Context: an optimization exercise on an open-source flow, tuned for small area, a short achievable clock period and few clock cycles per item. The choices shown serve that exercise and are no tape-out recipe.
Function not checked in this run: the RTL went through the layout flow alone.
Power figures rest on the tool's default switching activity, not on a simulated workload.

==> flow/design.v <==
package conv1d_pkg;
  localparam int ADDR_W   = 7;
  localparam int DATA_W   = 32;
  localparam int SAMPLE_W = 8;
  localparam int NUM_TAPS = 4;
  localparam int COUNT_W  = 7;
  localparam logic [7:0] REG_CTRL   = 8'h00;
  localparam logic [7:0] REG_STATUS = 8'h04;
  localparam logic [7:0] REG_TAPS   = 8'h08;
  localparam logic [7:0] REG_SRC    = 8'h0C;
  localparam logic [7:0] REG_DST    = 8'h10;
  localparam logic [7:0] REG_COUNT  = 8'h14;
  typedef logic [ADDR_W-1:0]   addr_t;
  typedef logic [DATA_W-1:0]   word_t;
  typedef logic [SAMPLE_W-1:0] sample_t;
  typedef logic [NUM_TAPS-1:0][SAMPLE_W-1:0] taps_t;
  typedef struct packed {
    logic               start;
    addr_t              src_base;
    addr_t              dst_base;
    logic [COUNT_W-1:0] out_count;
    taps_t              taps;
  } conv_cfg_t;
  typedef struct packed {
    logic busy;
    logic done;
  } conv_stat_t;
  typedef struct packed {
    logic  req;
    logic  we;
    addr_t addr;
    word_t wdata;
  } mem_req_t;
  typedef enum logic [2:0] {
    S_IDLE,
    S_READ,
    S_CAPTURE,
    S_SUM,
    S_WRITE,
    S_DONE
  } seq_state_t;
  typedef enum logic {
    RESP_OK,
    RESP_BAD_ADDR
  } apb_status_e;
endpackage
`timescale 1ns/1ps
module conv1d_apb_regs (
  input  logic                   clk,
  input  logic                   rst_n,
  input  logic                   psel_i,
  input  logic                   penable_i,
  input  logic                   pwrite_i,
  input  logic [7:0]             paddr_i,
  input  conv1d_pkg::word_t      pwdata_i,
  output conv1d_pkg::word_t      prdata_o,
  output logic                   pready_o,
  output logic                   pslverr_o,
  input  conv1d_pkg::conv_stat_t stat_i,
  output conv1d_pkg::conv_cfg_t  cfg_o,
  output logic                   done_o
);
  logic               access;
  logic               wr_en;
  conv1d_pkg::apb_status_e        resp;
  conv1d_pkg::taps_t              taps_q;
  conv1d_pkg::addr_t              src_q;
  conv1d_pkg::addr_t              dst_q;
  logic [conv1d_pkg::COUNT_W-1:0] count_q;
  logic               start_q;
  logic               done_q;
  assign access = psel_i & penable_i;
  always_comb begin
    case (paddr_i)
      conv1d_pkg::REG_CTRL, conv1d_pkg::REG_STATUS, conv1d_pkg::REG_TAPS, conv1d_pkg::REG_SRC, conv1d_pkg::REG_DST, conv1d_pkg::REG_COUNT: resp = conv1d_pkg::RESP_OK;
      default: resp = conv1d_pkg::RESP_BAD_ADDR;
    endcase
  end
  assign wr_en     = access & pwrite_i & (resp == conv1d_pkg::RESP_OK);
  assign pready_o  = 1'b1;
  assign pslverr_o = access & (resp == conv1d_pkg::RESP_BAD_ADDR);
  always_ff @(posedge clk or posedge rst_n) begin
    if (rst_n) begin
      taps_q  <= '0;
      src_q   <= '0;
      dst_q   <= '0;
      count_q <= '0;
    end else if (wr_en) begin
      case (paddr_i)
        conv1d_pkg::REG_TAPS:  taps_q  <= conv1d_pkg::taps_t'(pwdata_i);
        conv1d_pkg::REG_SRC:   src_q   <= pwdata_i[conv1d_pkg::ADDR_W-1:0];
        conv1d_pkg::REG_DST:   dst_q   <= pwdata_i[conv1d_pkg::ADDR_W-1:0];
        conv1d_pkg::REG_COUNT: count_q <= pwdata_i[conv1d_pkg::COUNT_W-1:0];
        default: ;
      endcase
    end
  end
  always_ff @(posedge clk or posedge rst_n) begin
    if (rst_n) begin
      start_q <= 1'b0;
      done_q  <= 1'b0;
    end else begin
      start_q <= wr_en && (paddr_i == conv1d_pkg::REG_CTRL) && pwdata_i[0] && !stat_i.busy;
      if (stat_i.done) begin
        done_q <= 1'b1;
      end else if (start_q) begin
        done_q <= 1'b0;
      end
    end
  end
  always_comb begin
    prdata_o = '0;
    case (paddr_i)
      conv1d_pkg::REG_STATUS: prdata_o = {30'b0, done_q, stat_i.busy};
      conv1d_pkg::REG_TAPS:   prdata_o = conv1d_pkg::word_t'(taps_q);
      conv1d_pkg::REG_SRC:    prdata_o = conv1d_pkg::word_t'(src_q);
      conv1d_pkg::REG_DST:    prdata_o = conv1d_pkg::word_t'(dst_q);
      conv1d_pkg::REG_COUNT:  prdata_o = conv1d_pkg::word_t'(count_q);
      default: ;
    endcase
  end
  assign cfg_o.start     = start_q;
  assign cfg_o.src_base  = src_q;
  assign cfg_o.dst_base  = dst_q;
  assign cfg_o.out_count = count_q;
  assign cfg_o.taps      = taps_q;
  assign done_o          = done_q;
endmodule
`timescale 1ns/1ps
module conv1d_seq (
  input  logic                   clk,
  input  logic                   rst_n,
  input  conv1d_pkg::conv_cfg_t  cfg_i,
  output conv1d_pkg::conv_stat_t stat_o,
  output conv1d_pkg::mem_req_t   mem_req_o,
  output logic                   sample_load_o,
  output logic                   sum_load_o,
  input  conv1d_pkg::word_t      sum_i
);
  conv1d_pkg::seq_state_t         state_q;
  conv1d_pkg::seq_state_t         state_d;
  conv1d_pkg::addr_t              rd_addr_q;
  conv1d_pkg::addr_t              wr_addr_q;
  logic [1:0]         fill_q;
  logic [conv1d_pkg::COUNT_W-1:0] left_q;
  always_comb begin
    state_d = state_q;
    case (state_q)
      conv1d_pkg::S_IDLE: begin
        if (cfg_i.start) begin
          state_d = (cfg_i.out_count == '0) ? conv1d_pkg::S_DONE : conv1d_pkg::S_READ;
        end
      end
      conv1d_pkg::S_READ: begin
        state_d = conv1d_pkg::S_CAPTURE;
      end
      conv1d_pkg::S_CAPTURE: begin
        state_d = (fill_q != '0) ? conv1d_pkg::S_READ : conv1d_pkg::S_SUM;
      end
      conv1d_pkg::S_SUM: begin
        state_d = conv1d_pkg::S_WRITE;
      end
      conv1d_pkg::S_WRITE: begin
        state_d = (left_q == conv1d_pkg::COUNT_W'(1)) ? conv1d_pkg::S_DONE : conv1d_pkg::S_READ;
      end
      conv1d_pkg::S_DONE: begin
        state_d = conv1d_pkg::S_IDLE;
      end
      default: begin
        state_d = conv1d_pkg::S_IDLE;
      end
    endcase
  end
  always_ff @(posedge clk or posedge rst_n) begin
    if (rst_n) begin
      state_q   <= conv1d_pkg::S_IDLE;
      rd_addr_q <= '0;
      wr_addr_q <= '0;
      fill_q    <= '0;
      left_q    <= '0;
    end else begin
      state_q <= state_d;
      case (state_q)
        conv1d_pkg::S_IDLE: begin
          if (cfg_i.start) begin
            rd_addr_q <= cfg_i.src_base;
            wr_addr_q <= cfg_i.dst_base;
            fill_q    <= 2'(conv1d_pkg::NUM_TAPS - 1);
            left_q    <= cfg_i.out_count;
          end
        end
        conv1d_pkg::S_READ: begin
          rd_addr_q <= rd_addr_q + conv1d_pkg::addr_t'(1);
        end
        conv1d_pkg::S_CAPTURE: begin
          if (fill_q != '0) begin
            fill_q <= fill_q - 2'd1;
          end
        end
        conv1d_pkg::S_WRITE: begin
          wr_addr_q <= wr_addr_q + conv1d_pkg::addr_t'(1);
          left_q    <= left_q - conv1d_pkg::COUNT_W'(1);
        end
        default: ;
      endcase
    end
  end
  assign sample_load_o = (state_q == conv1d_pkg::S_CAPTURE);
  assign sum_load_o    = (state_q == conv1d_pkg::S_SUM);
  assign mem_req_o.req   = (state_q == conv1d_pkg::S_READ) || (state_q == conv1d_pkg::S_WRITE);
  assign mem_req_o.we    = (state_q == conv1d_pkg::S_WRITE);
  assign mem_req_o.addr  = (state_q == conv1d_pkg::S_WRITE) ? wr_addr_q : rd_addr_q;
  assign mem_req_o.wdata = sum_i;
  assign stat_o.busy = (state_q != conv1d_pkg::S_IDLE);
  assign stat_o.done = (state_q == conv1d_pkg::S_DONE);
endmodule
`timescale 1ns/1ps
module conv1d_datapath (
  input  logic                clk,
  input  logic                rst_n,
  input  logic                sample_load_i,
  input  conv1d_pkg::sample_t sample_i,
  input  logic [conv1d_pkg::NUM_TAPS-1:0][conv1d_pkg::SAMPLE_W-1:0] taps_i,
  input  logic                sum_load_i,
  output conv1d_pkg::word_t   sum_o
);
  logic    [conv1d_pkg::NUM_TAPS-1:0][conv1d_pkg::SAMPLE_W-1:0]   win_q;
  logic    [conv1d_pkg::NUM_TAPS-1:0][2*conv1d_pkg::SAMPLE_W-1:0] prod;
  conv1d_pkg::word_t                                  sum_lo;
  conv1d_pkg::word_t                                  sum_hi;
  conv1d_pkg::word_t                                  sum_d;
  conv1d_pkg::word_t                                  sum_q;
  always_ff @(posedge clk or posedge rst_n) begin
    if (rst_n) begin
      win_q <= '0;
    end else if (sample_load_i) begin
      win_q <= {sample_i, win_q[conv1d_pkg::NUM_TAPS-1:1]};
    end
  end
  always_comb begin
    for (int k = 0; k < conv1d_pkg::NUM_TAPS; k++) begin
      prod[k] = win_q[k] * taps_i[k];
    end
  end
  assign sum_lo = conv1d_pkg::word_t'(prod[0]) + conv1d_pkg::word_t'(prod[1]);
  assign sum_hi = conv1d_pkg::word_t'(prod[2]) + conv1d_pkg::word_t'(prod[3]);
  assign sum_d  = sum_lo + sum_hi;
  always_ff @(posedge clk) begin
    if (sum_load_i) begin
      sum_q <= sum_d;
    end
  end
  assign sum_o = sum_q;
endmodule
`timescale 1ns/1ps
module conv1d_top (
  input  logic        clk,
  input  logic        rst_n,
  input  logic        psel_i,
  input  logic        penable_i,
  input  logic        pwrite_i,
  input  logic [7:0]  paddr_i,
  input  logic [31:0] pwdata_i,
  output logic [31:0] prdata_o,
  output logic        pready_o,
  output logic        pslverr_o,
  output logic        mem_req_o,
  output logic        mem_we_o,
  output logic [6:0]  mem_addr_o,
  output logic [31:0] mem_wdata_o,
  input  logic [31:0] mem_rdata_i,
  output logic        done_o
);
  conv1d_pkg::conv_cfg_t  cfg;
  conv1d_pkg::conv_stat_t stat;
  conv1d_pkg::mem_req_t   mem_req;
  logic       sample_load;
  logic       sum_load;
  conv1d_pkg::word_t      sum;
  conv1d_apb_regs u_regs (
    .clk       (clk),
    .rst_n     (rst_n),
    .psel_i    (psel_i),
    .penable_i (penable_i),
    .pwrite_i  (pwrite_i),
    .paddr_i   (paddr_i),
    .pwdata_i  (pwdata_i),
    .prdata_o  (prdata_o),
    .pready_o  (pready_o),
    .pslverr_o (pslverr_o),
    .stat_i    (stat),
    .cfg_o     (cfg),
    .done_o    (done_o)
  );
  conv1d_seq u_seq (
    .clk           (clk),
    .rst_n         (rst_n),
    .cfg_i         (cfg),
    .stat_o        (stat),
    .mem_req_o     (mem_req),
    .sample_load_o (sample_load),
    .sum_load_o    (sum_load),
    .sum_i         (sum)
  );
  assign mem_req_o   = mem_req.req;
  assign mem_we_o    = mem_req.we;
  assign mem_addr_o  = mem_req.addr;
  assign mem_wdata_o = mem_req.wdata;
  conv1d_datapath u_dp (
    .clk           (clk),
    .rst_n         (rst_n),
    .sample_load_i (sample_load),
    .sample_i      (mem_rdata_i[conv1d_pkg::SAMPLE_W-1:0]),
    .taps_i        (cfg.taps),
    .sum_load_i    (sum_load),
    .sum_o         (sum)
  );
endmodule
==> flow/run.sh <==
#!/bin/bash
# synth_recipe.tcl (not shown) runs the flow's synth.tcl, then flattens the netlist and writes it again
# the make line also repeats each setting of config.mk as NAME=value (left out here)
make -C /OpenROAD-flow-scripts/flow DESIGN_CONFIG=/design/flow/config.mk WORK_HOME=/design/flow/orfs CLKGATE_MAP_FILE= SYNTH_SCRIPT=/design/flow/synth_recipe.tcl finish
==> flow/config.mk <==
export PLATFORM = sky130hd
export DESIGN_NAME = conv1d_top
export DESIGN_NICKNAME = conv1d_top
export VERILOG_FILES = /design/flow/design.v
export SDC_FILE = /design/flow/constraint.sdc
export NUM_CORES = 4
export LEC_CHECK = 0
export CAP_MARGIN = 20
export CORE_MARGIN = 2
export CORE_UTILIZATION = 40
export SLEW_MARGIN = 20
==> flow/constraint.sdc <==
create_clock -name core_clock -period 8.0 [get_ports {clk}]
set_input_delay 1.6000 -clock core_clock [delete_from_list [all_inputs] [get_ports {clk}]]
set_output_delay 1.6000 -clock core_clock [all_outputs]
set_load 0.01 [all_outputs]
==> notes.md <==
Hold-fix buffers, CTS: 0
most common cell in the netlist: inv_1
r2r setup slk: 0.83 ns
R2R Path End: u_dp.sum_q[16]$_DFFE_PN_
NumNets Final: 2,094
Synth Area in Simple Gates: 0.1547
crit path max fanout: 10
Global Route Usage Sum: 0.1903
Final Wtd Congestion: 0.8172
htree depth: 4
global-route track usage on met2: 0.3153
Clock Latency Late Sink: 0.44 ns
Mapped Cells: 1,593
Static Leakage: 9.181 nW
synth top area cells: fa_1, dfrtp_1, ha_1, and2_1, inv_1
Syn Area/Cell: 9.793 um^2
Worst Hold Class: flip-flop to flip-flop
Ports: 153
dpl hpwl: 28,960 um
f_max: 139.6 MHz
CP required: 8.18 ns
crit share post-route: 0.8957
I/O Buffers: 113
Synth Register Bits: 131
Setup CP Type: flip-flop to flip-flop
Max transition margin: 0.4018
XOR/XNOR Fraction of Synth Area: 0.02077
Top FF cell, synth: dfrtp_1
Yosys top cell by area: fa_1
met3 usage: 0.02608
Power Total: 0.002520 W
Num CTS Buffers: 17
Hold Crit Start: u_seq.wr_addr_q[6]$_DFFE_PP0P_
unrepaired setup endpoints after global routing: no
Async SR Flop Fraction: 0.8626
row count: 72
worst hold stages: 2
Worst EP arrival: 7.34 ns
DR iter-0 viols: 640
multiplexer share of the synthesized area: 0.07692
largest net degree at the start of global routing: 67
first-pass GRT wire length: 61,190 um
post-cts sizing count: 0
die area: 0.04060 mm^2
Area Overhead vs Synth: 13.39%
number of setup violations in the final report: 0
Top Usage Layer GRT: met2
DRC Markers: 0
post-CTS setup buffer count: 0
die extent in y: 201.5 um
Min-Delay Endpoint: u_seq.wr_addr_q[6]$_DFFE_PP0P_
Worst Setup End Kind: flip-flop
Clock Tree Buf Depth: 2
drt pass-1 iters: 8
Adder-Cell Fraction of Synth Area: 0.3722
GR Util met1: 0.2608
Antenna diodes: 0
via count: 11,060
vias in the first global route: 11,770
grt ovf: 0
initial antenna violation count: 0
routed len/inst: 16.58 um
Initial Utilization: 0.4046
final wirelength: 36,490 um
Peak VDD IR: 175.0 uV
Post-Syn Area: 0.01560 mm^2
maxcap violations: 0
CTS clock-pin slew for the worst setup and hold paths: 0.07 ns
top-area cell type share of the netlist area: 0.2502
count of pins over their slew limit: 0
status: timing/DRC/antenna clean
Clock Skew: 0.009225 ns
largest family of logic cells by synthesized area: adder cells
number of vias per cell: 5.024
startpoint types: flip-flop
Fin. Hold Viols: 0
layout cell share with drive strength beyond 1: 0.08200
worst r2r path cells: 23
Post-synth EDFFs: 18
Sum Neg Setup Slack: 0 ns
Die W: 201.5 um
Layout fillers: 3,721
pwr/cell area: 142.4 mW/mm^2
Synth warnings: 3
Final min period: 7.166 ns
Unique masters post-synth: 61
# clock sinks: 131
register area share after synthesis: 0.2159
CTS tree: done
Routed Antenna Nets: 0
synth cell count leaders: inv_1, fa_1, and2_1, ha_1, nand2_1
post-synthesis compound-gate area fraction: 0.06465
Root Buffer: clkbuf_16
worst reg2reg startpoint: u_regs.taps_q[21]$_DFFE_PP0P_
Worst-Margin Slew: 0.8934 ns
core area: 0.03856 mm^2
[cells by family (layout without fill, tap and decap cells)]
logic type / after synthesis / after routing
buf+inv: 360 / 437
xor+xnor: 37 / 37
fa+ha+maj: 347 / 347
flops: 131 / 131
mux: 98 / 98
compound gates: 155 / 155
simple gates: 463 / 463
other cells: 2 / 15
[metal layers]
layer	part of all wire	wire length, um
met5	0	0
met4	0.019	701
met3	0.036	1313
met2	0.48	17500
met1	0.47	16980
[power by group]
group	switching [W]	internal, W	total, W
clock	0.000352	0.000443	0.000794
sequential	0.000307	0.000810	0.00112
combinational	0.000296	0.000312	0.000608
total	0.000955	0.00156	0.00252
[registers in the layout, indices dropped and copies added (netlist names)]
| name | cells |
|---|---|
| u_seq.fill_q | 2 |
| u_regs.src_q | 7 |
| u_regs.start_q | 1 |
| u_dp.sum_q | 18 |
| u_seq.left_q | 7 |
| u_regs.dst_q | 7 |
| u_regs.count_q | 7 |
| u_dp.win_q | 32 |
| u_seq.wr_addr_q | 7 |
| u_regs.done_q | 1 |
| u_regs.taps_q | 32 |
| u_seq.rd_addr_q | 7 |
| u_seq.state_q | 3 |
[worst max-delay path, cell delays in order, from the launching register on]
cell      delay [ns]
dfrtp_1         0.54
and2_1          0.26
fa_1            0.50
inv_1           0.05
fa_1            0.45
fa_1            0.51
inv_1           0.05
fa_1            0.50
fa_1            0.49
inv_1           0.05
fa_1            0.47
inv_1           0.04
ha_1            0.32
a21o_1          0.18
a211o_1         0.32
and4_1          0.21
a221oi_1        0.38
nand2b_1        0.12
xor2_1          0.17
ha_1            0.40
nand2_1         0.07
o21ai_0         0.42
nor4b_1         0.12
a211o_1         0.27
[through the flow]
step	setup WS [ns]	cell area, um^2	hold slack (ns)	utilization	cells
finish	0.8343	17690	0.5110	0.4588	2201
floorplan	1.286	15650	0.4623	-	1606
global placement	0.9341	17100	0.4773	0.4434	2169
CTS	0.8490	17680	0.5115	0.4586	2201
global route	0.3982	17690	0.5519	0.4588	2201
detailed placement	0.8689	17100	0.4958	0.4434	2169
[cell usage in the layout, fill, tap and decap left out, types with 5 or more instances in the layout]
| cell type | netlist | final |
|---|---|---|
| a21oi_1 | 38 | 38 |
| inv_1 | 284 | 283 |
| nand2b_1 | 6 | 6 |
| nor3_1 | 11 | 11 |
| nor2_1 | 47 | 45 |
| xor2_1 | 7 | 7 |
| edfxtp_1 | 18 | 18 |
| o21ai_0 | 31 | 31 |
| o22ai_1 | 13 | 13 |
| ha_1 | 152 | 152 |
| fa_1 | 195 | 195 |
| clkbuf_16 | 0 | 17 |
| dfrtp_1 | 113 | 113 |
| nand3_1 | 14 | 14 |
| o211ai_1 | 7 | 7 |
| a211oi_1 | 9 | 9 |
| mux2_2 | 55 | 55 |
| mux2_4 | 30 | 30 |
| inv_8 | 0 | 5 |
| a21o_1 | 13 | 13 |
| xnor2_1 | 30 | 30 |
| a211o_1 | 5 | 5 |
| clkdlybuf4s50_1 | 0 | 113 |
| a221o_1 | 5 | 5 |
| conb_1 | 2 | 15 |
| buf_4 | 15 | 8 |
| nand2_1 | 149 | 149 |
| mux2i_1 | 13 | 13 |
| nor2b_1 | 10 | 10 |
| a31oi_1 | 5 | 5 |
| o21a_1 | 9 | 9 |
| and2_1 | 194 | 194 |
[final cells by class]
cell class | count | area, um^2 | share of cell area
multi-input cells | 1115 | 10820 | 0.6119
flip-flops and latches | 131 | 3368 | 0.1904
repair buffers | 121 | 1191 | 0.06734
inverters | 284 | 1069 | 0.06041
well taps | 518 | 648.1 | 0.03664
clock buffers | 17 | 425.4 | 0.02405
clock inverters | 15 | 162.7 | 0.009196
[worst max path at each step]
stage	from	end	slack [ns]	cells after the start
2_1_floorplan	u_dp.win_q[21]$_DFFE_PP0P_	u_dp.sum_q[15]$_DFFE_PN_	1.29	25
3_3_place_gp	u_regs.taps_q[20]$_DFFE_PP0P_	u_dp.sum_q[15]$_DFFE_PN_	0.93	24
3_5_place_dp	u_regs.taps_q[18]$_DFFE_PP0P_	u_dp.sum_q[15]$_DFFE_PN_	0.87	23
4_1_cts	u_regs.taps_q[18]$_DFFE_PP0P_	u_dp.sum_q[15]$_DFFE_PN_	0.85	23
5_1_grt	u_regs.taps_q[1]$_DFFE_PP0P_	u_dp.sum_q[16]$_DFFE_PN_	0.40	22
6_report	u_regs.taps_q[21]$_DFFE_PP0P_	u_dp.sum_q[16]$_DFFE_PN_	0.83	23

## separate check: timing with driven ports
The results above use ideal ports. As a check the final layout listed here was re-extracted and re-timed, cells and wires unchanged.
Step 1 (the two cells are an assumption about what drives the block):
set clk [get_ports {clk}]
set_driving_cell -lib_cell sky130_fd_sc_hd__clkbuf_16 $clk
set_driving_cell -lib_cell sky130_fd_sc_hd__buf_2 [delete_from_list [all_inputs] $clk]
Step 2 also shifts input and output timing later by t, the mid clock arrival at the registers, as if the neighbouring blocks saw the same clock.
Slacks: ideal / step 1 / step 2; pairs: ideal / step 1.
shift t [ns]: 0.489
setup WS [ns]: 0.834 / 0.834 / 0.834
worst hold slack (ns): 0.511 / 0.511 / 0.511
After both steps this run still meets setup and hold. The setup slack of this run moves by 0.000 ns with the drivers and by 0.000 ns with both steps.
